From an optimization exercise on the open Yosys and OpenROAD flow, aimed at small area, a short achievable clock period and few clock cycles per item; shortcuts taken in it are not production practice. In this exercise RTL edits were held to simulation tests only and were not proved equivalent to the original. Power is estimated from default activity; no workload was simulated.

## run 1
// priority_deque_with_wait_tracking
module priority_deque_with_wait_tracking
(
  input  wire logic              clk,
  input  wire logic              rst,
  input  wire logic              in_valid,
  output logic                   in_ready,
  input  wire logic [pdq_pkg::MODE_W-1:0] mode,
  input  wire logic [pdq_pkg::QSEL_W-1:0] queue_select,
  input  wire logic [pdq_pkg::KEY_W-1:0]  user_key,
  input  wire logic [pdq_pkg::TIME_W-1:0] current_time,
  output logic                   out_valid,
  input  wire logic              out_ready,
  output logic [pdq_pkg::STAT_W-1:0]      status,
  output logic [pdq_pkg::KEY_W-1:0]       removed_key,
  output logic [pdq_pkg::TIME_W-1:0]      removed_wait,
  output logic [pdq_pkg::TIME_W-1:0]      max_wait,
  output logic [pdq_pkg::OCC_W-1:0]       occupancy
);
export LEC_CHECK = 0
export CAP_MARGIN = 20
export CORE_MARGIN = 2
export CORE_UTILIZATION = 40
export CTS_CLUSTER_DIAMETER = 90
export CTS_CLUSTER_SIZE = 20
export SETUP_SLACK_MARGIN = 5
export SLEW_MARGIN = 20
export TNS_END_PERCENT = 15
create_clock -name core_clock -period 8.0 [get_ports {clk}]
run.sh (not shown) runs the stock make flow with config.mk's settings and CLKGATE_MAP_FILE= SYNTH_SCRIPT=/design/flow/synth_recipe.tcl, a recipe that flattens the netlist after the stock synthesis.
Testbench counts of run 1, summed over its fixed seeds: cycles 16,024, items 16,000.
The following lists how run 2 was set up differently from run 1:
# run 1
export LEC_CHECK = 0
export CAP_MARGIN = 20
export CORE_MARGIN = 2
export CORE_UTILIZATION = 40
export CTS_CLUSTER_DIAMETER = 90
export CTS_CLUSTER_SIZE = 20
export SETUP_SLACK_MARGIN = 5
export SLEW_MARGIN = 20
export TNS_END_PERCENT = 15
create_clock -name core_clock -period 8.0 [get_ports {clk}]
# run 2
export LEC_CHECK = 0
export CAP_MARGIN = 20
export CORE_MARGIN = 2
export CORE_UTILIZATION = 50
export CTS_CLUSTER_DIAMETER = 90
export CTS_CLUSTER_SIZE = 20
export SETUP_SLACK_MARGIN = 4.5
export SLEW_MARGIN = 20
export TNS_END_PERCENT = 5
create_clock -name core_clock -period 8.0 [get_ports {clk}]
==> results.txt <==
- On share of the final layout cell area in multi-input gates, the lower figure sits with run 2, not run 1.
- The lower layout-stage area growth over the synthesis result of run 1 and run 2 is in run 2.
- Run 1 vs run 2, capture point of the worst path: u_dp.b_stamp[20] vs u_dp.b_key[13]
- Per the comparison of run 2 with run 1, worst reg-to-reg path cell count dropped 2; global-route usage rose by 5.4 points; total power draw saw a decrease; via-per-instance ratio saw an increase; via count of the first global-routing pass lower.
- Run 2 — proportion of cell area occupied by registers 3.8 points higher, run 1 as reference
- Compare run 1 and run 2 | final critical-path setup slack higher: run 1
What run 3 does differently from run 2 at the input level:
# run 2
export LEC_CHECK = 0
export CAP_MARGIN = 20
export CORE_MARGIN = 2
export CORE_UTILIZATION = 50
export CTS_CLUSTER_DIAMETER = 90
export CTS_CLUSTER_SIZE = 20
export SETUP_SLACK_MARGIN = 4.5
export SLEW_MARGIN = 20
export TNS_END_PERCENT = 5
create_clock -name core_clock -period 8.0 [get_ports {clk}]
# run 3
export LEC_CHECK = 0
export CAP_MARGIN = 20
export CORE_MARGIN = 2
export CORE_UTILIZATION = 40
export CTS_CLUSTER_DIAMETER = 90
export CTS_CLUSTER_SIZE = 20
export SETUP_SLACK_MARGIN = 4.7
export SLEW_MARGIN = 20
export TNS_END_PERCENT = 10
create_clock -name core_clock -period 8.0 [get_ports {clk}]
--- outcome ---
Largest stage delay on the critical path (run 3 over run 2): decrease, 0.05 ns. Run 3: biggest fanout along the worst timing path lower than run 2. Looking only at wire length, and setting everything else aside, the lower value of run 2 and run 3 goes to run 2. Run 3 improves on run 2 in worst setup slack. Total core area delta (run 3 − run 2): unfavourable. Reported net switching power delta (run 2 -> run 3): insignificant. From run 2 to run 3 the numbers moved as follows: post-detailed-route wirelength per cell -3.2%, met2 capacity usage during global routing -9.1 points, share of the clock period used by the worst path after layout -0.63 points.

separate check: timing with driven ports:
In the flow no input, the clock included, has a driving cell. The finished layouts below were timed again as built, in two steps.
Step 1 (the two cells are an assumption about what drives the block):
set clk [get_ports {clk}]
set_driving_cell -lib_cell sky130_fd_sc_hd__clkbuf_16 $clk
set_driving_cell -lib_cell sky130_fd_sc_hd__buf_2 [delete_from_list [all_inputs] $clk]
Step 2 also shifts input and output timing later by t, the mid clock arrival at the registers, as if the neighbouring blocks saw the same clock.
Three values: no drivers, after step 1, after step 2; two values: the first two.
| run | t, ns | setup WS [ns] | worst slew at a driven data input, ns |
|---|---|---|---|
| run 1 | 0.991 | 4.492 / 4.471 / 3.603 | 0.22 |
| run 2 | 1.008 | 4.309 / 4.223 / 3.402 | 0.17 |
| run 3 | 0.996 | 4.360 / 4.360 / 3.500 | 0.20 |
After both steps setup and hold are still met in every run listed. The setup slack of run 2, which loses most, moves by -0.086 ns with the drivers and by -0.907 ns with both steps.
